This is an optimization exercise on Yosys and OpenROAD, whose aim is a short achievable clock period and few clock cycles, not a production implementation.
Only simulation tests tie the RTL to the original design; equivalence was not proved.
Power figures rest on the tool's default switching activity, not on a simulated workload.

==> job 2333: inputs <==
## cpu_top
module cpu_top (
	input  logic               clk_in,
	input  logic               rst_in,
	input  logic               rdy_in,
	input  logic [7:0]         mem_din,
	output logic [7:0]         mem_dout,
	output logic [18-1:0] mem_a,
	output logic               mem_wr
);
export LEC_CHECK = 0
export CAP_MARGIN = 20
export CORE_MARGIN = 2
export CORE_UTILIZATION = 40
export SETUP_SLACK_MARGIN = 5
export SLEW_MARGIN = 20
create_clock -name core_clock -period 8.5 [get_ports {clk_in}]
standard.sh (not shown) runs the stock make flow with config.mk's settings and CLKGATE_MAP_FILE= SYNTH_SCRIPT=/design/flow/synth_recipe.tcl, a recipe that flattens the netlist after the stock synthesis.
==> flow/flow/run.sh <==
#!/bin/bash
# The standard layout, with timing repair aimed past the clock period's own slack
# (the constraints stay the design's; only how hard repair_timing works changes)
set -euo pipefail
MARGIN=6.0
bash standard.sh SETUP_SLACK_MARGIN=$MARGIN finish > standard_finish.log 2>&1
==> inputs of job 1255, as changes to job 2333 <==
--- a/flow/design.v
+++ b/flow/design.v
@@ -45,30 +45,57 @@
 			for (int i = 0; i < W; i++)
 				p[l+1][i] = (i >= (1 << l)) ? (p[l][i] & p[l][i-(1<<l)]) : p[l][i];
 		s = a ^ {p[L][W-2:0], 1'b1};
 	end
 endmodule
+module split_add #(
+	parameter int LW = 18,
+	parameter int HW = 14
+) (
+	input  logic [LW+HW-1:0] a,
+	input  logic [LW+HW-1:0] b,
+	input  logic             cin,
+	output logic [LW-1:0]    lo,
+	output logic             clo,
+	output logic [HW-1:0]    hi0,
+	output logic [HW-1:0]    hi1,
+	output logic             co0,
+	output logic             co1
+);
+	ks_add #(.W(LW)) lo_i (.a(a[LW-1:0]), .b(b[LW-1:0]), .cin(cin), .s(lo), .cout(clo));
+	ks_add #(.W(HW)) hi0_i (.a(a[LW+HW-1:LW]), .b(b[LW+HW-1:LW]), .cin(1'b0), .s(hi0), .cout(co0));
+	ks_add #(.W(HW)) hi1_i (.a(a[LW+HW-1:LW]), .b(b[LW+HW-1:LW]), .cin(1'b1), .s(hi1), .cout(co1));
+endmodule
 module alu (
 	input  logic [32-1:0] a,
 	input  logic [32-1:0] b,
 	input  logic [9:0]       op,      
-	output logic [32-1:0] sum,
-	output logic [32-1:0] diff,
+	output logic [17:0]      sum_lo,    
+	output logic             sum_c,
+	output logic [13:0]      sum_hi0,
+	output logic [13:0]      sum_hi1,
+	output logic [17:0]      diff_lo,
+	output logic             diff_c,
+	output logic [13:0]      diff_hi0,
+	output logic [13:0]      diff_hi1,
 	output logic [32-1:0] result,        
 	output logic             eq,
 	output logic             lt,
 	output logic             ltu
 );
-	logic             nborrow;
+	logic             nb0;
+	logic             nb1;
 	logic [4:0]       shamt;
 	logic [32-1:0] sll_r;
 	logic [32-1:0] srl_r;
-	ks_add #(.W(32)) add_i (.a(a), .b(b), .cin(1'b0), .s(sum), .cout());
-	ks_add #(.W(32)) sub_i (.a(a), .b(~b), .cin(1'b1), .s(diff), .cout(nborrow));
+	split_add add_i (.a(a), .b(b), .cin(1'b0), .lo(sum_lo), .clo(sum_c),
+		.hi0(sum_hi0), .hi1(sum_hi1), .co0(), .co1());
+	split_add sub_i (.a(a), .b(~b), .cin(1'b1), .lo(diff_lo), .clo(diff_c),
+		.hi0(diff_hi0), .hi1(diff_hi1), .co0(nb0), .co1(nb1));
 	assign eq = (a == b);
-	assign ltu = !nborrow;
-	assign lt = (a[32-1] ^ b[32-1]) ? a[32-1] : diff[32-1];
+	assign ltu = !(diff_c ? nb1 : nb0);
+	assign lt = (a[32-1] ^ b[32-1]) ? a[32-1] : (diff_c ? diff_hi1[13] : diff_hi0[13]);
 	assign shamt = b[4:0];
 	assign sll_r = a << shamt;
 	assign srl_r = 32'($signed({op[4] & a[32-1], a}) >>> shamt);
 	always_comb begin
 		result = '0;
@@ -126,11 +153,11 @@
 	localparam int CW = 4;           
 	localparam int TW = 18 - 2 - CW;
 	logic [32-1:0]   fpc;         
 	logic [18-1:2] ipc;         
 	logic [1:0]         icnt;        
-	logic [2:0]         ahead;       
+	logic [3:0]         ahead;       
 	logic [23:0]        asm_b;       
 	logic [(1<<CW)-1:0] c_valid;
 	logic [TW-1:0]      c_tag  [1<<CW];
 	logic [31:0]        c_data [1<<CW];
 	state_e             state;
@@ -138,15 +165,27 @@
 	logic [32-1:0]   pc;
 	logic [32-1:0]   pc4;
 	logic [32-1:0]   op_a;
 	logic [32-1:0]   op_b;
 	logic [32-1:0]   sdata;
+	logic [17:0]        tgt_lo;      
+	logic               tgt_c;
+	logic [13:0]        tgt_hi0;
+	logic [13:0]        tgt_hi1;
 	logic [32-1:0]   tgt;
 	logic [32-1:0]   res;
-	logic [32-1:0]   r_sum;       
+	logic [17:0]        r_sum_lo;    
+	logic               r_sum_c;
+	logic [13:0]        r_sum_hi0;
+	logic [13:0]        r_sum_hi1;
+	logic [32-1:0]   r_sum;
 	logic               r_use_sum;
-	logic [32-1:0]   r_diff;      
+	logic [17:0]        r_diff_lo;   
+	logic               r_diff_c;
+	logic [13:0]        r_diff_hi0;
+	logic [13:0]        r_diff_hi1;
+	logic [32-1:0]   r_diff;
 	logic               r_use_diff;
 	logic [32-1:0]   wb_raw;
 	logic [9:0]         alu_op;
 	logic [2:0]         x_f3;
 	logic [4:0]         x_rd;
@@ -165,13 +204,19 @@
 	logic               fwd2;
 	logic [32-1:0]   rs1_v;
 	logic [32-1:0]   rs2_v;
 	logic [1:0]         m_idx;       
 	logic [1:0]         m_last;      
-	logic [32-1:0] sum;
+	logic [17:0]      sum_lo;
+	logic             sum_c;
+	logic [13:0]      sum_hi0;
+	logic [13:0]      sum_hi1;
 	logic [32-1:0] alu_res;
-	logic [32-1:0] diff;
+	logic [17:0]      diff_lo;
+	logic             diff_c;
+	logic [13:0]      diff_hi0;
+	logic [13:0]      diff_hi1;
 	logic             eq;
 	logic             lt;
 	logic             ltu;
 	logic             r_eq;
 	logic             r_lt;
@@ -184,11 +229,14 @@
 	logic [2:0]         f3;
 	logic               d_lui, d_auipc, d_jal, d_jalr, d_br, d_ld, d_st, d_imm, d_reg;
 	logic [32-1:0]   imm_i, imm_s, imm_b, imm_u, imm_j;
 	logic [32-1:0]   rs1_data;
 	logic [32-1:0]   rs2_data;
-	logic [32-1:0]   d_tgt;
+	logic [17:0]        d_tgt_lo;
+	logic               d_tgt_c;
+	logic [13:0]        d_tgt_hi0;
+	logic [13:0]        d_tgt_hi1;
 	logic [9:0]         d_alu;
 	logic               alt;
 	logic [32-1:2]   fpc_inc;
 	logic [32-1:2]   pc_inc;
 	logic [18-1:2] ipc_inc;
@@ -207,11 +255,12 @@
 	assign imm_i = {{20{ir[31]}}, ir[31:20]};
 	assign imm_s = {{20{ir[31]}}, ir[31:25], ir[11:7]};
 	assign imm_b = {{19{ir[31]}}, ir[31], ir[7], ir[30:25], ir[11:8], 1'b0};
 	assign imm_u = {ir[31:12], 12'b0};
 	assign imm_j = {{11{ir[31]}}, ir[31], ir[19:12], ir[20], ir[30:21], 1'b0};
-	ks_add #(.W(32)) tgt_add_i (.a(pc), .b(ir[3] ? imm_j : imm_b), .cin(1'b0), .s(d_tgt), .cout());
+	split_add tgt_add_i (.a(pc), .b(ir[3] ? imm_j : imm_b), .cin(1'b0), .lo(d_tgt_lo), .clo(d_tgt_c),
+		.hi0(d_tgt_hi0), .hi1(d_tgt_hi1), .co0(), .co1());
 	ks_inc #(.W(32-2)) fpc_inc_i (.a(fpc[32-1:2]), .s(fpc_inc));
 	ks_inc #(.W(32-2)) pc_inc_i (.a(pc[32-1:2]), .s(pc_inc));
 	ks_inc #(.W(18-2)) ipc_inc_i (.a(ipc), .s(ipc_inc));
 	ks_inc #(.W(18)) mem_a_inc_i (.a(mem_a), .s(mem_a_inc));
 	assign alt = ir[30] && (d_reg || (f3 == 3'b101));
@@ -244,17 +293,26 @@
 	);
 	alu alu_i (
 		.a            (op_a),
 		.b            (op_b),
 		.op           (alu_op),
-		.sum          (sum),
-		.diff         (diff),
+		.sum_lo       (sum_lo),
+		.sum_c        (sum_c),
+		.sum_hi0      (sum_hi0),
+		.sum_hi1      (sum_hi1),
+		.diff_lo      (diff_lo),
+		.diff_c       (diff_c),
+		.diff_hi0     (diff_hi0),
+		.diff_hi1     (diff_hi1),
 		.result       (alu_res),
 		.eq           (eq),
 		.lt           (lt),
 		.ltu          (ltu)
 	);
+	assign r_sum = {r_sum_c ? r_sum_hi1 : r_sum_hi0, r_sum_lo};
+	assign r_diff = {r_diff_c ? r_diff_hi1 : r_diff_hi0, r_diff_lo};
+	assign tgt = {tgt_c ? tgt_hi1 : tgt_hi0, tgt_lo};
 	always_comb begin
 		wb_raw = r_use_sum ? r_sum : r_use_diff ? r_diff :
 			r_slt ? 32'(r_lt) : r_sltu ? 32'(r_ltu) : res;
 		wb_data = wb_raw;
 		if (x_ld) begin
@@ -313,12 +371,12 @@
 	end
 	assign fill = prv_fetch && (prv_a[1:0] == 2'd3);
 	assign arrive_f = fill && (prv_a[18-1:2] == fpc[18-1:2]);
 	assign f_word = arrive_f ? {mem_din, asm_b} : c_data[fpc[CW+1:2]];
 	assign take = accept && (hit_f || arrive_f);
-	assign skip = hit_i && !ahead[2];
-	assign issue = !hit_i && !ahead[2] && !mem_start && !mem_more;
+	assign skip = hit_i && !ahead[3];
+	assign issue = !hit_i && !ahead[3] && !mem_start && !mem_more;
 	assign ipc_step = skip || (issue && icnt == 2'd3);
 	always_ff @(posedge clk_in) begin
 		if (rst_in)
 			c_valid <= '0;
 		else if (fill)
@@ -339,14 +397,51 @@
 			prv_fetch <= 1'b0;
 			prv_load <= 1'b0;
 			fpc <= 32'h0000_0000;
 			ipc <= '0;
 			icnt <= 2'd1;
-			ahead <= 3'b001;
+			ahead <= 4'b0001;
 			m_left <= 2'd0;
 			w_valid <= 1'b0;
 			state <= st_idle;
+			mem_dout <= '0;
+			ir <= '0;
+			pc <= '0;
+			pc4 <= '0;
+			op_a <= '0;
+			op_b <= '0;
+			sdata <= '0;
+			tgt_lo <= '0;
+			tgt_c <= 1'b0;
+			tgt_hi0 <= '0;
+			tgt_hi1 <= '0;
+			r_sum_lo <= '0;
+			r_sum_c <= 1'b0;
+			r_sum_hi0 <= '0;
+			r_sum_hi1 <= '0;
+			r_diff_lo <= '0;
+			r_diff_c <= 1'b0;
+			r_diff_hi0 <= '0;
+			r_diff_hi1 <= '0;
+			res <= '0;
+			r_eq <= 1'b0;
+			r_lt <= 1'b0;
+			r_ltu <= 1'b0;
+			r_slt <= 1'b0;
+			r_sltu <= 1'b0;
+			r_use_sum <= 1'b0;
+			r_use_diff <= 1'b0;
+			alu_op <= '0;
+			x_f3 <= '0;
+			x_rd <= '0;
+			x_wr <= 1'b0;
+			x_ld <= 1'b0;
+			x_st <= 1'b0;
+			x_br <= 1'b0;
+			x_jalr <= 1'b0;
+			x_jal <= 1'b0;
+			x_link <= 1'b0;
 		end else if (rdy_in) begin
 			prv_fetch <= cur_fetch && !redirect;
 			prv_load <= cur_load;
 			prv_a <= mem_a;
 			if (prv_fetch)
@@ -364,11 +459,11 @@
 				fpc <= {fpc_inc, fpc[1:0]};
 			end
 			if (redirect) begin
 				fpc <= redirect_pc;
 				ipc <= redirect_pc[18-1:2];
-				ahead <= 3'b001;
+				ahead <= 4'b0001;
 				if (mem_more) begin
 					icnt <= 2'd0;
 					mem_a <= mem_a_inc;
 					mem_dout <= me_data[7:0];
 					me_data <= me_data >> 8;
@@ -380,21 +475,21 @@
 					cur_fetch <= 1'b1;
 					cur_load <= 1'b0;
 				end
 			end else begin
 				if (ipc_step && !take)
-					ahead <= {ahead[1:0], 1'b0};
+					ahead <= {ahead[2:0], 1'b0};
 				else if (take && !ipc_step)
-					ahead <= {1'b0, ahead[2:1]};
+					ahead <= {1'b0, ahead[3:1]};
 				if (ipc_step)
 					ipc <= ipc_inc;
 				if (skip)
 					icnt <= 2'd0;
 				else if (issue)
 					icnt <= icnt + 2'd1;
 				if (mem_start) begin
-					mem_a <= sum[18-1:0];
+					mem_a <= sum_lo;
 					mem_wr <= x_st;
 					mem_dout <= sdata[7:0];
 					me_data <= sdata[31:8];
 					cur_fetch <= 1'b0;
 					cur_load <= x_ld;
@@ -429,11 +524,14 @@
 					op_a <= d_lui ? '0 : d_auipc ? pc : rs1_v;
 					op_b <= (d_reg || d_br) ? rs2_v :
 						(d_lui || d_auipc) ? imm_u :
 						d_st ? imm_s : imm_i;
 					sdata <= rs2_v;
-					tgt <= d_tgt;
+					tgt_lo <= d_tgt_lo;
+					tgt_c <= d_tgt_c;
+					tgt_hi0 <= d_tgt_hi0;
+					tgt_hi1 <= d_tgt_hi1;
 					pc4 <= {pc_inc, pc[1:0]};
 					alu_op <= d_alu;
 					x_f3 <= f3;
 					x_rd <= ir[11:7];
 					x_wr <= d_lui || d_auipc || d_jal || d_jalr || d_ld || d_imm || d_reg;
@@ -446,13 +544,19 @@
 					state <= st_execute;
 				end
 				st_execute: begin
 					if (!((x_ld || x_st) && mem_more)) begin
 						res <= x_link ? pc4 : x_ld ? '0 : alu_res;
-						r_sum <= sum;
+						r_sum_lo <= sum_lo;
+						r_sum_c <= sum_c;
+						r_sum_hi0 <= sum_hi0;
+						r_sum_hi1 <= sum_hi1;
 						r_use_sum <= alu_op[0] && !x_link && !x_ld;
-						r_diff <= diff;
+						r_diff_lo <= diff_lo;
+						r_diff_c <= diff_c;
+						r_diff_hi0 <= diff_hi0;
+						r_diff_hi1 <= diff_hi1;
 						r_use_diff <= alu_op[1];
 						m_idx <= 2'd0;
 						if (x_ld || x_st)
 							m_left <= (x_f3[1:0] == 2'b00) ? 2'd0 : (x_f3[1:0] == 2'b01) ? 2'd1 : 2'd3;
 						m_last <= (x_f3[1:0] == 2'b00) ? 2'd0 : (x_f3[1:0] == 2'b01) ? 2'd1 : 2'd3;
==> flow/flow/run.sh (replaced) <==
#!/bin/bash
# The standard layout, with timing repair aimed past the clock period's own slack
# (the constraints stay the design's; only how hard repair_timing works changes)
set -euo pipefail
MARGIN=6.3
bash standard.sh SETUP_SLACK_MARGIN=$MARGIN finish > standard_finish.log 2>&1
==> inputs of job 8886, as changes to job 2333 <==
--- a/flow/design.v
+++ b/flow/design.v
@@ -49,18 +49,20 @@
 endmodule
 module alu (
 	input  logic [32-1:0] a,
 	input  logic [32-1:0] b,
 	input  logic [9:0]       op,      
+	input  logic [2:0]       funct3,
 	output logic [32-1:0] sum,
-	output logic [32-1:0] diff,
-	output logic [32-1:0] result,        
-	output logic             eq,
-	output logic             lt,
-	output logic             ltu
+	output logic [32-1:0] result,
+	output logic             branch_taken
 );
+	logic [32-1:0] diff;
 	logic             nborrow;
+	logic             eq;
+	logic             lt;
+	logic             ltu;
 	logic [4:0]       shamt;
 	logic [32-1:0] sll_r;
 	logic [32-1:0] srl_r;
 	ks_add #(.W(32)) add_i (.a(a), .b(b), .cin(1'b0), .s(sum), .cout());
 	ks_add #(.W(32)) sub_i (.a(a), .b(~b), .cin(1'b1), .s(diff), .cout(nborrow));
@@ -70,15 +72,30 @@
 	assign shamt = b[4:0];
 	assign sll_r = a << shamt;
 	assign srl_r = 32'($signed({op[4] & a[32-1], a}) >>> shamt);
 	always_comb begin
 		result = '0;
+		if (op[0]) result = result | sum;
+		if (op[1]) result = result | diff;
 		if (op[2]) result = result | sll_r;
 		if (op[3] | op[4]) result = result | srl_r;
 		if (op[5]) result = result | (a & b);
 		if (op[6]) result = result | (a | b);
 		if (op[7]) result = result | (a ^ b);
+		if (op[8]) result = result | 32'(lt);
+		if (op[9]) result = result | 32'(ltu);
+	end
+	always_comb begin
+		case (funct3)
+			3'b000:  branch_taken = eq;
+			3'b001:  branch_taken = !eq;
+			3'b100:  branch_taken = lt;
+			3'b101:  branch_taken = !lt;
+			3'b110:  branch_taken = ltu;
+			3'b111:  branch_taken = !ltu;
+			default: branch_taken = 1'b0;
+		endcase
 	end
 endmodule
 module reg_file (
 	input  logic             clk_in,
 	input  logic [4:0]       rs1_addr,
@@ -126,11 +143,11 @@
 	localparam int CW = 4;           
 	localparam int TW = 18 - 2 - CW;
 	logic [32-1:0]   fpc;         
 	logic [18-1:2] ipc;         
 	logic [1:0]         icnt;        
-	logic [2:0]         ahead;       
+	logic [1:0]         ahead;       
 	logic [23:0]        asm_b;       
 	logic [(1<<CW)-1:0] c_valid;
 	logic [TW-1:0]      c_tag  [1<<CW];
 	logic [31:0]        c_data [1<<CW];
 	state_e             state;
@@ -140,15 +157,10 @@
 	logic [32-1:0]   op_a;
 	logic [32-1:0]   op_b;
 	logic [32-1:0]   sdata;
 	logic [32-1:0]   tgt;
 	logic [32-1:0]   res;
-	logic [32-1:0]   r_sum;       
-	logic               r_use_sum;
-	logic [32-1:0]   r_diff;      
-	logic               r_use_diff;
-	logic [32-1:0]   wb_raw;
 	logic [9:0]         alu_op;
 	logic [2:0]         x_f3;
 	logic [4:0]         x_rd;
 	logic               x_wr;
 	logic               x_ld;
@@ -167,20 +179,11 @@
 	logic [32-1:0]   rs2_v;
 	logic [1:0]         m_idx;       
 	logic [1:0]         m_last;      
 	logic [32-1:0] sum;
 	logic [32-1:0] alu_res;
-	logic [32-1:0] diff;
-	logic             eq;
-	logic             lt;
-	logic             ltu;
-	logic             r_eq;
-	logic             r_lt;
-	logic             r_ltu;
-	logic             r_slt;
-	logic             r_sltu;
-	logic             br_taken;
+	logic             taken;
 	logic [32-1:0] wb_data;
 	logic [6:0]         opc;
 	logic [2:0]         f3;
 	logic               d_lui, d_auipc, d_jal, d_jalr, d_br, d_ld, d_st, d_imm, d_reg;
 	logic [32-1:0]   imm_i, imm_s, imm_b, imm_u, imm_j;
@@ -207,11 +210,11 @@
 	assign imm_i = {{20{ir[31]}}, ir[31:20]};
 	assign imm_s = {{20{ir[31]}}, ir[31:25], ir[11:7]};
 	assign imm_b = {{19{ir[31]}}, ir[31], ir[7], ir[30:25], ir[11:8], 1'b0};
 	assign imm_u = {ir[31:12], 12'b0};
 	assign imm_j = {{11{ir[31]}}, ir[31], ir[19:12], ir[20], ir[30:21], 1'b0};
-	ks_add #(.W(32)) tgt_add_i (.a(pc), .b(ir[3] ? imm_j : imm_b), .cin(1'b0), .s(d_tgt), .cout());
+	ks_add #(.W(32)) tgt_add_i (.a(pc), .b(d_jal ? imm_j : imm_b), .cin(1'b0), .s(d_tgt), .cout());
 	ks_inc #(.W(32-2)) fpc_inc_i (.a(fpc[32-1:2]), .s(fpc_inc));
 	ks_inc #(.W(32-2)) pc_inc_i (.a(pc[32-1:2]), .s(pc_inc));
 	ks_inc #(.W(18-2)) ipc_inc_i (.a(ipc), .s(ipc_inc));
 	ks_inc #(.W(18)) mem_a_inc_i (.a(mem_a), .s(mem_a_inc));
 	assign alt = ir[30] && (d_reg || (f3 == 3'b101));
@@ -244,21 +247,17 @@
 	);
 	alu alu_i (
 		.a            (op_a),
 		.b            (op_b),
 		.op           (alu_op),
+		.funct3       (x_f3),
 		.sum          (sum),
-		.diff         (diff),
 		.result       (alu_res),
-		.eq           (eq),
-		.lt           (lt),
-		.ltu          (ltu)
+		.branch_taken (taken)
 	);
 	always_comb begin
-		wb_raw = r_use_sum ? r_sum : r_use_diff ? r_diff :
-			r_slt ? 32'(r_lt) : r_sltu ? 32'(r_ltu) : res;
-		wb_data = wb_raw;
+		wb_data = res;
 		if (x_ld) begin
 			case (x_f3)
 				3'b000:  wb_data = {{24{res[7]}}, res[7:0]};
 				3'b001:  wb_data = {{16{res[15]}}, res[15:0]};
 				default: wb_data = res;
@@ -281,44 +280,26 @@
 	logic               take;
 	logic               skip;
 	logic               issue;
 	logic               ipc_step;
 	logic [31:0]        f_word;
-	always_comb begin
-		case (x_f3)
-			3'b000:  br_taken = r_eq;
-			3'b001:  br_taken = !r_eq;
-			3'b100:  br_taken = r_lt;
-			3'b101:  br_taken = !r_lt;
-			3'b110:  br_taken = r_ltu;
-			3'b111:  br_taken = !r_ltu;
-			default: br_taken = 1'b0;
-		endcase
-		br_q = x_jalr || (x_br && br_taken);
-	end
 	assign redirect = ((state == st_execute) && x_jal) || ((state == st_resolve) && br_q);
-	assign redirect_pc = x_jalr ? {r_sum[32-1:1], 1'b0} : tgt;
+	assign redirect_pc = tgt;
 	assign mem_more = (m_left != 2'd0);
 	assign mem_start = (state == st_execute) && (x_ld || x_st) && !mem_more;
 	assign accept = (state == st_idle) ||
 		((state == st_execute) && ((x_wr && !x_ld && !x_link) || (x_st && !mem_more))) ||
 		((state == st_resolve) && !br_q) ||
 		((state == st_memory) && prv_load && (m_idx == m_last));
-	always_comb begin
-		hit_f = 1'b0;
-		hit_i = 1'b0;
-		for (int k = 0; k < (1 << CW); k++) begin
-			hit_f = hit_f | (c_valid[k] && (fpc[CW+1:2] == CW'(k)) && (c_tag[k] == fpc[18-1:CW+2]));
-			hit_i = hit_i | (c_valid[k] && (ipc[CW+1:2] == CW'(k)) && (c_tag[k] == ipc[18-1:CW+2]));
-		end
-	end
+	assign hit_f = c_valid[fpc[CW+1:2]] && (c_tag[fpc[CW+1:2]] == fpc[18-1:CW+2]);
+	assign hit_i = c_valid[ipc[CW+1:2]] && (c_tag[ipc[CW+1:2]] == ipc[18-1:CW+2]);
 	assign fill = prv_fetch && (prv_a[1:0] == 2'd3);
 	assign arrive_f = fill && (prv_a[18-1:2] == fpc[18-1:2]);
-	assign f_word = arrive_f ? {mem_din, asm_b} : c_data[fpc[CW+1:2]];
+	assign f_word = hit_f ? c_data[fpc[CW+1:2]] : {mem_din, asm_b};
 	assign take = accept && (hit_f || arrive_f);
-	assign skip = hit_i && !ahead[2];
-	assign issue = !hit_i && !ahead[2] && !mem_start && !mem_more;
+	assign skip = hit_i && (ahead != 2'd2);
+	assign issue = !hit_i && (ahead != 2'd2) && !mem_start && !mem_more;
 	assign ipc_step = skip || (issue && icnt == 2'd3);
 	always_ff @(posedge clk_in) begin
 		if (rst_in)
 			c_valid <= '0;
 		else if (fill)
@@ -339,11 +320,11 @@
 			prv_fetch <= 1'b0;
 			prv_load <= 1'b0;
 			fpc <= 32'h0000_0000;
 			ipc <= '0;
 			icnt <= 2'd1;
-			ahead <= 3'b001;
+			ahead <= 2'd0;
 			m_left <= 2'd0;
 			w_valid <= 1'b0;
 			state <= st_idle;
 		end else if (rdy_in) begin
 			prv_fetch <= cur_fetch && !redirect;
@@ -354,21 +335,19 @@
 					2'd0: asm_b[7:0] <= mem_din;
 					2'd1: asm_b[15:8] <= mem_din;
 					2'd2: asm_b[23:16] <= mem_din;
 					default: ;
 				endcase
-			if (accept) begin
+			if (take) begin
 				ir <= f_word;
 				pc <= fpc;
-			end
-			if (take) begin
 				fpc <= {fpc_inc, fpc[1:0]};
 			end
 			if (redirect) begin
 				fpc <= redirect_pc;
 				ipc <= redirect_pc[18-1:2];
-				ahead <= 3'b001;
+				ahead <= 2'd0;
 				if (mem_more) begin
 					icnt <= 2'd0;
 					mem_a <= mem_a_inc;
 					mem_dout <= me_data[7:0];
 					me_data <= me_data >> 8;
@@ -379,14 +358,11 @@
 					mem_wr <= 1'b0;
 					cur_fetch <= 1'b1;
 					cur_load <= 1'b0;
 				end
 			end else begin
-				if (ipc_step && !take)
-					ahead <= {ahead[1:0], 1'b0};
-				else if (take && !ipc_step)
-					ahead <= {1'b0, ahead[2:1]};
+				ahead <= ahead + {1'b0, ipc_step} - {1'b0, take};
 				if (ipc_step)
 					ipc <= ipc_inc;
 				if (skip)
 					icnt <= 2'd0;
 				else if (issue)
@@ -446,24 +422,18 @@
 					state <= st_execute;
 				end
 				st_execute: begin
 					if (!((x_ld || x_st) && mem_more)) begin
 						res <= x_link ? pc4 : x_ld ? '0 : alu_res;
-						r_sum <= sum;
-						r_use_sum <= alu_op[0] && !x_link && !x_ld;
-						r_diff <= diff;
-						r_use_diff <= alu_op[1];
 						m_idx <= 2'd0;
 						if (x_ld || x_st)
 							m_left <= (x_f3[1:0] == 2'b00) ? 2'd0 : (x_f3[1:0] == 2'b01) ? 2'd1 : 2'd3;
 						m_last <= (x_f3[1:0] == 2'b00) ? 2'd0 : (x_f3[1:0] == 2'b01) ? 2'd1 : 2'd3;
 						w_valid <= x_wr && !x_ld;
-						r_eq <= eq;
-						r_lt <= lt;
-						r_ltu <= ltu;
-						r_slt <= alu_op[8];
-						r_sltu <= alu_op[9];
+						br_q <= (x_br && taken) || x_jalr;
+						if (x_jalr)
+							tgt <= {sum[32-1:1], 1'b0};
 						if (x_ld)
 							state <= st_memory;
 						else if (x_br || x_jalr)
 							state <= st_resolve;
 						else
==> flow/flow/run.sh (replaced) <==
#!/bin/bash
# The standard layout, with timing repair aimed past the clock period's own slack
# (the constraints stay the design's; only how hard repair_timing works changes)
set -euo pipefail
MARGIN=5.5
bash standard.sh SETUP_SLACK_MARGIN=$MARGIN finish > standard_finish.log 2>&1
- ABC_CLOCK_PERIOD_IN_PS: default -> 3000
==> impl_metrics.py <==
metrics = {
    "pwr": {
        "power.density_mw_per_mm2": 173.6,
    },
    "run_status": {
        "outcome": "finished clean",
    },
    "floorplanning": {
        "die_w_um": 526.7,
    },
    "worst_setup_path": {
        "crit_arrival_ns": 4.27,
        "rr_worst_depth": 14,
    },
    "finish": {
        "nClkBuffers": 286,
    },
}
The numbers above come from job 2333.

==> impl_metrics.py <==
metrics = {
    "run_status": {
        "outcome": "finished clean",
    },
    "finish": {
        "nClkBuffers": 318,
    },
    "worst_setup_path": {
        "worstReg2RegStart": "op_b[0]",
        "rr_worst_depth": 13,
    },
    "pwr": {
        "power.group.top": "sequential cells",
        "power.density_mw_per_mm2": 154.6,
    },
    "timing": {
        "rsz0062_at_grt": "yes",
    },
    "clock_tree": {
        "cts_max_path_buffers": 4,
    },
    "floorplanning": {
        "die_w_um": 535.8,
    },
    "synthesis": {
        "synthSimpleGateAreaFrac_pct": 7.752,
    },
}
The numbers above come from job 1255.

==> impl_metrics.py <==
metrics = {
    "finish": {
        "syn2layout_area_growth_pct": 24.70,
    },
    "timing": {
        "worst_slack_ns": 4.131,
    },
    "floorplanning": {
        "die_w_um": 520.5,
        "row_count": 189,
    },
    "pwr": {
        "power.density_mw_per_mm2": 170.7,
    },
    "synthesis": {
        "synth.distinct_cells": 87,
    },
    "worst_setup_path": {
        "rr_worst_depth": 18,
        "crit_arrival_ns": 4.91,
    },
    "run_status": {
        "outcome": "finished clean",
    },
}
The numbers above come from job 8886.

Testbench counts of job 2333, summed over its fixed seeds: cycles 116,109.
Testbench counts of job 1255, summed over its fixed seeds: cycles 115,859.
Testbench counts of job 8886, summed over its fixed seeds: cycles 116,109.

-- afterwards: timing with drivers on the ports --
How much do the figures lean on ideal ports? The routed layouts below were timed once more, with nothing changed but the port constraints.
Step 1 sets driving cells, clkbuf_16 on the clock port and buf_2 on the other inputs (assumed; they add their load-dependent delay and slew).
Step 2, shift: input delay + t, output delay - t, t = (earliest + latest rising clock arrival at the registers) / 2. This alone moves slack from input paths to output paths.
Three values: ideal ports, drivers, drivers and shift; two values: the first two.
| run | t, ns | setup slack, ns | slew at the worst register clock pin (ns) | worst data-port slew with drivers (ns) |
|---|---|---|---|---|
| job 2333 | 0.987 | 4.883 / 4.883 / 4.737 | 0.07 / 0.07 | 0.04 |
| job 1255 | 1.003 | 5.256 / 5.240 / 4.881 | 0.07 / 0.07 | 0.20 |
| job 8886 | 0.962 | 4.131 / 4.131 / 4.131 | 0.10 / 0.10 | 0.04 |
After both steps setup and hold are still met in every run listed. The setup slack of job 1255, which loses most, moves by -0.016 ns with the drivers and by -0.375 ns with both steps.
